Background: an optimization exercise with open tools, aiming at small area, a short achievable clock period and few clock cycles per item. Do not read the settings as production practice. At most, simulation tests tie the RTL to the original design; equivalence was not proved. Power is estimated from default activity; no workload was simulated.

## lane 1
==> flow/design.v (excerpt) <==
module trit_dma_top (
    input  wire                       i_clk,
    input  wire                       i_arst,
    output logic                      o_finish_int,
    input  wire                       i_slave_write,
    input  wire                       i_slave_read,
    input  trit_dma_pkg::saddr_t      i_slave_address,
    input  trit_dma_pkg::sword_t      i_slave_writedata,
    input  wire [32/8-1:0]   i_slave_byteenable,
    output trit_dma_pkg::sword_t      o_slave_readdata,
    output logic                      o_slave_waitrequest,
    output logic                      o_slave_readdatavalid,
    output trit_dma_pkg::maddr_t      o_master_address,
    output logic                      o_master_read,
    output logic                      o_master_write,
    output trit_dma_pkg::mword_t      o_master_writedata,
    output logic [16-1:0]      o_master_byteenable,
    input  wire                       i_master_waitrequest,
    input  trit_dma_pkg::mword_t      i_master_readdata,
    input  wire                       i_master_readdatavalid
);
Size in the first run: about 380 I/O pins.
clock: 5.0 ns
lec_check: 0
cap_margin: 20
core_margin: 2
core_utilization: 40
cts_cluster_diameter: 100
cts_cluster_size: 30
setup_slack_margin: 2.0
slew_margin: 20
tns_end_percent: 0
standard.sh (not shown) runs the stock make flow with config.mk's settings and CLKGATE_MAP_FILE= SYNTH_SCRIPT=/design/flow/synth_recipe.tcl, a recipe that flattens the netlist after the stock synthesis.
==> flow/flow/run.sh <==
#!/bin/bash
set -euo pipefail
cd "$(dirname "$0")/.."
bash standard.sh BUFFER_PORTS_ARGS="-buffer_cell sky130_fd_sc_hd__buf_1" finish > standard_flow.log 2>&1
Lane 1 ended with every stage complete and zero timing, DRC or antenna violations.
For lane 2, these inputs were changed with respect to lane 1:
- CTS_CLUSTER_SIZE no longer set, was 30
- CTS_CLUSTER_DIAMETER no longer set, was 100
- TNS_END_PERCENT no longer set, was 0
==> flow/flow/run.sh <==
#!/bin/bash
set -euo pipefail
cd "$(dirname "$0")/.."
bash standard.sh BUFFER_PORTS_ARGS="-buffer_cell sky130_fd_sc_hd__buf_2" finish > standard_flow.log 2>&1
--- outcome ---
- On global-route usage: lane 2 sits above lane 1.
- Cell count was higher in the run labelled lane 2.
- Sort lane 1 and lane 2 by cell area power density desc -> top: lane 2
- Lane 2 vs lane 1: critical path depth up in lane 2
- Lane 1 leaves more setup margin than lane 2.
- Lane 2 vs. lane 1: register bit count reported by yosys essentially unchanged, final hold violation count essentially unchanged.
Input changes introduced in lane 3 (baseline for comparison: lane 2):
- TNS_END_PERCENT: unset -> 0
- CTS_CLUSTER_SIZE: unset -> 35
- CTS_CLUSTER_DIAMETER: unset -> 80
==> flow/flow/run.sh <==
#!/bin/bash
set -euo pipefail
cd "$(dirname "$0")/.."
bash standard.sh BUFFER_PORTS_ARGS="-buffer_cell sky130_fd_sc_hd__buf_1" finish > standard_flow.log 2>&1
==> results.txt <==
Lane 3 vs. lane 2: number of multi-input logic gates fell by 4, clock buffer instance count of the final layout -51%, number of synthesized flops with an enable pin held, source-to-sink clock delay at the later pin of the worst-skew pair -0.04 ns.
Lane 2 reports its cell with the largest stage delay on the worst path as sky130_fd_sc_hd__a22oi_2 while lane 3 reports sky130_fd_sc_hd__nor2b_4.
The following lists how lane 4 was set up differently from lane 3:
- CTS_CLUSTER_SIZE: 35 -> unset
- ABC_CLOCK_PERIOD_IN_PS: unset -> 3000
- CTS_CLUSTER_DIAMETER: 80 -> unset
==> flow/flow/run.sh <==
#!/bin/bash
set -euo pipefail
cd "$(dirname "$0")/.."
bash standard.sh BUFFER_PORTS_ARGS="-buffer_cell sky130_fd_sc_hd__buf_2" finish > standard_flow.log 2>&1
### Flow results
Every stage of the flow completed for lane 4, and the final layout passed the timing, design-rule and antenna checks.
In the tables for lane 4 and lane 3, worst-path maximum fanout reads higher with lane 4.
Re number of clock buffers inserted by TritonCTS: lane 4 and lane 3 aren't equal, and the lower value belongs to lane 3.
Lane 3 → lane 4: design area climbed about 6%; cell internal power dissipation higher; global-route wire length before repair now larger.
Summary of lane 4 over lane 3: final worst-path setup slack grew by 0.027 ns, wire length after detailed routing grew by about 3%, slew at the pin closest to its max-slew limit grew by 0.049 ns.
Edits applied to the flow inputs when going from lane 4 to lane 5:
- ABC_CLOCK_PERIOD_IN_PS removed (was 3000)
- ABC_AREA newly set to 1
### Flow results
- Lane 5 did not stop at any stage, and its layout met the timing, design-rule and antenna checks.
- Higher routed wire length among lane 4 and lane 5: lane 5
- Relative to lane 4, first-iteration DRC count has gone up in lane 5.
- Lane 4 -> lane 5: final hold violation count delta 0, exact match
- Most common library cell in the layout ignoring fill and taps: sky130_fd_sc_hd__nand2_1 -> lane 5, sky130_fd_sc_hd__buf_2 -> lane 4
- Compared with lane 4, width of the chip in lane 5 increased by a few percent.
- Count of mapped cells out of synthesis, lane 4 and lane 5, higher one = lane 5.
Function was not checked in any run of this note: the RTL went through the layout flow alone.

---

build 23:
trit_dma_top, a different RTL version from the one above (not shown whole).
Size in the first run: about 1,300 cells after synthesis, ~270 flip-flops, roughly 14,000 um^2 of cells after synthesis.
clock: 5.0 ns
lec_check: 0
cap_margin: 20
core_margin: 2
core_utilization: 65
setup_slack_margin: 2.0
slew_margin: 20
tns_end_percent: 0
==> flow/flow/run.sh <==
#!/bin/bash
set -euo pipefail
cd "$(dirname "$0")/.."
bash standard.sh BUFFER_PORTS_ARGS="-buffer_cell sky130_fd_sc_hd__buf_1" finish > standard_flow.log 2>&1
Having completed the whole flow, build 23 delivered a layout that passed the timing, design-rule and antenna checks.
Testbench counts of build 23, summed over its fixed seeds: cycles 5,654, transfers 320.
Here is what was changed in the inputs of build 74 compared with build 23.
- setting CTS_CLUSTER_SIZE to 25 for the first time
- setting CTS_CLUSTER_DIAMETER to 100 for the first time
Notes after the runs:
- Relative to build 23, final critical-path required period has gone down in build 74.
- When build 74 is set beside build 23, its final clock period utilization by the worst path turns out to be 1.8 points smaller.
- Relative to build 23, proportion of layout cells with a drive suffix above 1 decreased by 0.83 points in build 74.
- From build 23 to build 74 the numbers moved as follows: fraction of area in registers increased 1.2 points, maximum frequency shows an increase of 0.0085 GHz.
- The worst hold slack of build 74 exceeds that of build 23 by 8.8 ps.
--- input diff build 74..build 33 ---
- CORE_UTILIZATION: 65 -> 40
- CTS_CLUSTER_DIAMETER: 100 -> unset
- CTS_CLUSTER_SIZE: 25 -> unset
## What came out
Re number of cells produced by synthesis: no difference whatsoever between build 74 and build 33. Build 33 vs build 74 — worst setup slack dropped 110 ps. Wire: build 33 routes more than build 74.
The inputs of build 27 differ from those of build 33 as listed below.
- CTS_CLUSTER_DIAMETER now 100, previously not set
- TNS_END_PERCENT now 100, was 0
- CORE_UTILIZATION now 65, was 40
- SETUP_SLACK_MARGIN now 1.9, was 2.0
- CTS_CLUSTER_SIZE now 25, previously not set
[summary]
Portion of the layout cell area used by clock cells ended up 4.4 points lower on build 27 than on build 33. | headroom to the max-slew limit | build 27 vs build 33 | 9.3 points higher |. The final reports for build 27 and build 33 show wire length lower in the former. Build 27 ends up with lower routed length on met2 than build 33 does. Build 27 completed; timing, DRC and antenna clean. Utilization is higher on build 27.

---

== run A ==
The RTL this note starts from:
==> flow/design.v <==
`default_nettype none
package trit_dma_pkg;
    typedef logic [128-1:0] mword_t;
    typedef logic [28-1:0] maddr_t;
    typedef logic [32-1:0] sword_t;
    typedef logic [3-1:0] saddr_t;
    typedef logic [1:0] trit_t;
    typedef logic [2*27-1:0] trit_row_t;
    typedef logic [63:0] tick_t;
    typedef enum logic [1:0] {
        IDLE,
        LOAD,
        STORE,
        DONE
    } seq_state_t;
endpackage
`default_nettype wire
`timescale 1ns/1ps
`default_nettype none
module read_master (
    input  wire [28-4:0] i_base,
    input  wire                   i_carry,
    output logic [28-4:0] o_addr
);
    assign o_addr = i_base + (28-3)'(i_carry);
endmodule
`default_nettype wire
`timescale 1ns/1ps
`default_nettype none
module trit_dma_top (
    input  wire                       i_clk,
    input  wire                       i_arst,
    output logic                      o_finish_int,
    input  wire                       i_slave_write,
    input  wire                       i_slave_read,
    input  trit_dma_pkg::saddr_t      i_slave_address,
    input  trit_dma_pkg::sword_t      i_slave_writedata,
    input  wire [32/8-1:0]   i_slave_byteenable,
    output trit_dma_pkg::sword_t      o_slave_readdata,
    output logic                      o_slave_waitrequest,
    output logic                      o_slave_readdatavalid,
    output trit_dma_pkg::maddr_t      o_master_address,
    output logic                      o_master_read,
    output logic                      o_master_write,
    output trit_dma_pkg::mword_t      o_master_writedata,
    output logic [16-1:0]      o_master_byteenable,
    input  wire                       i_master_waitrequest,
    input  trit_dma_pkg::mword_t      i_master_readdata,
    input  wire                       i_master_readdatavalid
);
    localparam int DEPTH = 2;           
    localparam int PTR_W = (DEPTH > 1) ? $clog2(DEPTH) : 1;
    localparam int NB    = 16;
    localparam int LASTW = 6 - 1;
    trit_dma_pkg::sword_t src_reg;
    trit_dma_pkg::sword_t dst_reg;
    trit_dma_pkg::tick_t  tick_cnt;
    logic                 busy;
    logic                 finish;
    logic                 first;      
    logic                 start;
    assign o_slave_waitrequest   = 1'b0;
    assign o_slave_readdatavalid = i_slave_read;
    assign o_finish_int          = finish;
    assign start = i_slave_write && (i_slave_address == 3'd0) &&
                   i_slave_byteenable[0] && i_slave_writedata[1];
    always_ff @(posedge i_clk or posedge i_arst) begin
        if (i_arst) begin
            src_reg <= '0;
            dst_reg <= '0;
        end else if (i_slave_write) begin
            for (int i = 0; i < 32/8; i++) begin
                if (i_slave_byteenable[i]) begin
                    if (i_slave_address == 3'd1) src_reg[8*i +: 8] <= i_slave_writedata[8*i +: 8];
                    if (i_slave_address == 3'd2) dst_reg[8*i +: 8] <= i_slave_writedata[8*i +: 8];
                end
            end
        end
    end
    always_ff @(posedge i_clk or posedge i_arst) begin
        if (i_arst) begin
            tick_cnt <= '0;
        end else if (first) begin
            tick_cnt <= '0;
        end else if (busy) begin
            tick_cnt <= tick_cnt + 1'b1;
        end
    end
    always_comb begin
        case (i_slave_address)
            3'd0:      o_slave_readdata = {30'd0, busy, finish};
            3'd1:     o_slave_readdata = src_reg;
            3'd2:     o_slave_readdata = dst_reg;
            3'd3: o_slave_readdata = tick_cnt[31:0];
            3'd4: o_slave_readdata = tick_cnt[63:32];
            default:         o_slave_readdata = '0;
        endcase
    end
    logic [2:0]       rd_idx;     
    logic [2:0]       wr_idx;     
    logic [1:0]       avail;      
    logic [1:0]       cred;       
    logic             rd_q;
    logic             wr_q;
    logic             rd_acc;
    logic             wr_acc;
    logic             last_wr;
    logic [2:0]       rd_idx_n;
    logic [2:0]       wr_idx_n;
    logic [1:0]       avail_n;
    logic [1:0]       cred_n;
    logic             room_n;
    logic             rd_n;
    logic             wr_n;
    logic             byp;        
    logic             byp_ok;     
    logic             wr_cur;     
    logic             addr_wr;    
    logic [2:0]           addr_lo;    
    logic                 addr_cy;    
    logic [28-4:0] addr_hi_src;
    logic [28-4:0] addr_hi_dst;
    assign o_master_read       = rd_q;
    assign byp                 = byp_ok && i_master_readdatavalid;
    assign wr_cur              = wr_q || byp;
    assign o_master_write      = wr_cur;
    assign rd_acc              = rd_q && !i_master_waitrequest;
    assign wr_acc              = wr_cur && !i_master_waitrequest;
    assign last_wr             = wr_acc && (wr_idx == 3'(LASTW));
    assign o_master_byteenable = {16{1'b1}};
    assign addr_hi_src         = addr_wr ? dst_reg[28-1:3] : src_reg[28-1:3];
    read_master hi_i (.i_base(addr_hi_src), .i_carry(addr_cy), .o_addr(addr_hi_dst));
    assign o_master_address    = {addr_hi_dst, addr_lo};
    assign rd_idx_n = rd_idx + 3'(rd_acc);
    assign wr_idx_n = wr_idx + 3'(wr_acc);
    assign avail_n  = avail + 2'(i_master_readdatavalid) - 2'(wr_acc);
    assign cred_n   = cred - 2'(rd_acc) + 2'(wr_acc);
    assign room_n   = (rd_idx_n != 3'(LASTW + 1)) && (cred_n != 2'd0);
    assign rd_n     = (rd_q && i_master_waitrequest) ||
                      (!(wr_cur && i_master_waitrequest) && room_n);
    assign wr_n     = (wr_cur && i_master_waitrequest) ||
                      (!(rd_q && i_master_waitrequest) && !room_n && (avail_n != 2'd0));
    always_ff @(posedge i_clk) begin
        addr_wr <= !start && !rd_n;
        if (start) begin
            {addr_cy, addr_lo} <= {1'b0, src_reg[2:0]};
        end else if (!rd_n) begin
            {addr_cy, addr_lo} <= {1'b0, dst_reg[2:0]} + {1'b0, wr_idx_n};
        end else begin
            {addr_cy, addr_lo} <= {1'b0, src_reg[2:0]} + {1'b0, rd_idx_n};
        end
    end
    always_ff @(posedge i_clk or posedge i_arst) begin
        if (i_arst) begin
            busy   <= 1'b0;
            finish <= 1'b0;
            first  <= 1'b0;
            rd_q   <= 1'b0;
            wr_q   <= 1'b0;
            rd_idx <= '0;
            wr_idx <= '0;
            avail  <= '0;
            cred   <= '0;
            byp_ok <= 1'b0;
        end else begin
            first <= start;
            if (start) begin
                busy   <= 1'b1;
                finish <= 1'b0;
                rd_q   <= 1'b1;
                wr_q   <= 1'b0;
                rd_idx <= '0;
                wr_idx <= '0;
                avail  <= '0;
                cred   <= 2'(DEPTH);
                byp_ok <= 1'b0;
            end else begin
                rd_idx <= rd_idx_n;
                wr_idx <= wr_idx_n;
                avail  <= avail_n;
                cred   <= cred_n;
                byp_ok <= busy && !last_wr && !rd_n && !wr_n && (avail_n == 2'd0);
                if (last_wr) begin
                    busy   <= 1'b0;
                    finish <= 1'b1;
                    rd_q   <= 1'b0;
                    wr_q   <= 1'b0;
                end else if (busy) begin
                    rd_q <= rd_n;
                    wr_q <= wr_n;
                end
            end
        end
    end
    logic [2*NB-1:0]  buf_q [DEPTH];
    logic [DEPTH-1:0] rx_sel;     
    logic [DEPTH-1:0] wr_sel;     
    logic             tail_ok;    
    always_ff @(posedge i_clk or posedge i_arst) begin
        if (i_arst) begin
            rx_sel  <= DEPTH'(1);
            wr_sel  <= DEPTH'(1);
            tail_ok <= 1'b1;
        end else if (start) begin
            rx_sel  <= DEPTH'(1);
            wr_sel  <= DEPTH'(1);
            tail_ok <= 1'b1;
        end else begin
            if (i_master_readdatavalid) rx_sel <= {rx_sel[DEPTH-2:0], rx_sel[DEPTH-1]};
            if (wr_acc) begin
                wr_sel  <= {wr_sel[DEPTH-2:0], wr_sel[DEPTH-1]};
                tail_ok <= (wr_idx != 3'(LASTW - 1));
            end
        end
    end
    always_ff @(posedge i_clk) begin
        for (int e = 0; e < DEPTH; e++) begin
            if (i_master_readdatavalid && rx_sel[e]) begin
                for (int j = 0; j < NB; j++) buf_q[e][2*j +: 2] <= i_master_readdata[8*j +: 2];
            end
        end
    end
    always_comb begin
        logic [1:0] t;
        for (int j = 0; j < NB; j++) begin
            t = '0;
            for (int e = 0; e < DEPTH; e++) begin
                if (wr_sel[e] && (j == 0 || e != (LASTW % DEPTH) || tail_ok)) t = t | buf_q[e][2*j +: 2];
            end
            if (byp_ok) t = (j == 0 || tail_ok) ? i_master_readdata[8*j +: 2] : 2'b00;
            o_master_writedata[8*j +: 8] = {{6{t[1]}}, t};
        end
    end
endmodule
`default_nettype wire
Settings: LEC_CHECK=0, CAP_MARGIN=20, CORE_MARGIN=2, CORE_UTILIZATION=65, CTS_CLUSTER_DIAMETER=100, CTS_CLUSTER_SIZE=25, SETUP_SLACK_MARGIN=2.2, SLEW_MARGIN=20, SYNTH_HIERARCHICAL=1, TNS_END_PERCENT=10; clock period 5.0 ns.
Scripts as last shown in full above: flow/flow/run.sh
Testbench counts of run A, summed over its fixed seeds: cycles 5,659, transfers 320.
Input-level comparison between run B and run A:
Settings: TNS_END_PERCENT changed from 10 to 0; SETUP_SLACK_MARGIN changed from 2.2 to 2.0.
### Flow results
Diff run A -> run B: synthesized area barely changed, growth of design area from synthesis to finish dropped 7.5 points, arrival time at the worst endpoint dropped 0.14 ns.
Run B vs run A: number of iterations in the first detailed-routing pass up in run B
Run A → run B: finished layout cell area lower; total stage count of the critical path lower; sequential cell area share higher.
Of run B and run A, run B shows the lower layout net count, with run A above it.
#### Input delta (run C over run B)
Settings: changing SETUP_SLACK_MARGIN from 2.0 to 1.7.
==> results.txt <==
Design internal power delta (run C − run B): favourable. NOTE routed wire length run B->run C decreased slightly. The final layout from run C, which completed every stage, passed the timing, design-rule and antenna checks at the end of the flow. Multi-input logic area (run C over run B): decrease, about 1.9%. Between run C and run B, the total power is higher for run B. Max-slew headroom at the worst pin (lower): run B. Run C has number of cells on the critical path above what run B had. Taking run B as the reference, in run C clock network fraction of design power higher, design area went down, peak fanout along the critical path went up. Against run B as the reference, run C delivers a lower global-route usage.

-- re-timing with driven ports --
How much do the figures lean on ideal ports? The routed layouts below were timed once more, with nothing changed but the port constraints.
Step 1, drivers: a clkbuf_16 drives i_clk and a buf_2 each remaining input, both assumed.
Step 2, shift: input delay + t, output delay - t, t = (earliest + latest rising clock arrival at the registers) / 2. This alone moves slack from input paths to output paths.
Three values: no drivers, after step 1, after step 2; two values: the first two.
| run | t, ns | setup slack, ns | worst hold slack (ns) | latest minus earliest clock arrival (ns) | pins driven straight from the clock port |
|---|---|---|---|---|---|
| lane 1 | 0.555 | 1.693 / 1.627 / 1.178 | 0.519 / 0.519 / 0.519 | 0.040 / 0.040 | 1 |
| lane 2 | 0.621 | 1.677 / 1.584 / 1.384 | 0.516 / 0.516 / 0.516 | 0.017 / 0.017 | 1 |
| lane 3 | 0.567 | 1.678 / 1.603 / 1.115 | 0.520 / 0.520 / 0.520 | 0.032 / 0.032 | 1 |
| lane 4 | 0.601 | 1.705 / 1.620 / 1.184 | 0.508 / 0.508 / 0.508 | 0.017 / 0.017 | 1 |
| lane 5 | 0.587 | 1.737 / 1.648 / 1.494 | 0.485 / 0.485 / 0.485 | 0.023 / 0.023 | 1 |
| build 23 | 0.585 | 1.655 / 1.627 / 1.221 | 0.502 / 0.502 / 0.502 | 0.021 / 0.021 | 1 |
| build 74 | 0.538 | 1.748 / 1.679 / 1.269 | 0.511 / 0.511 / 0.511 | 0.020 / 0.020 | 1 |
| build 33 | 0.605 | 1.642 / 1.595 / 1.149 | 0.453 / 0.426 / 0.503 | 0.027 / 0.026 | 1 |
| build 27 | 0.532 | 1.698 / 1.659 / 1.466 | 0.515 / 0.515 / 0.515 | 0.031 / 0.031 | 1 |
| run A | 0.524 | 1.591 / 1.544 / 1.780 | 0.432 / 0.408 / 0.519 | 0.032 / 0.033 | 1 |
| run B | 0.509 | 1.730 / 1.684 / 1.366 | 0.518 / 0.518 / 0.518 | 0.024 / 0.024 | 1 |
| run C | 0.510 | 1.602 / 1.556 / 1.355 | 0.519 / 0.519 / 0.519 | 0.022 / 0.022 | 1 |
After both steps setup and hold are still met in every run listed. The setup slack of lane 3, which loses most, moves by -0.075 ns with the drivers and by -0.563 ns with both steps.
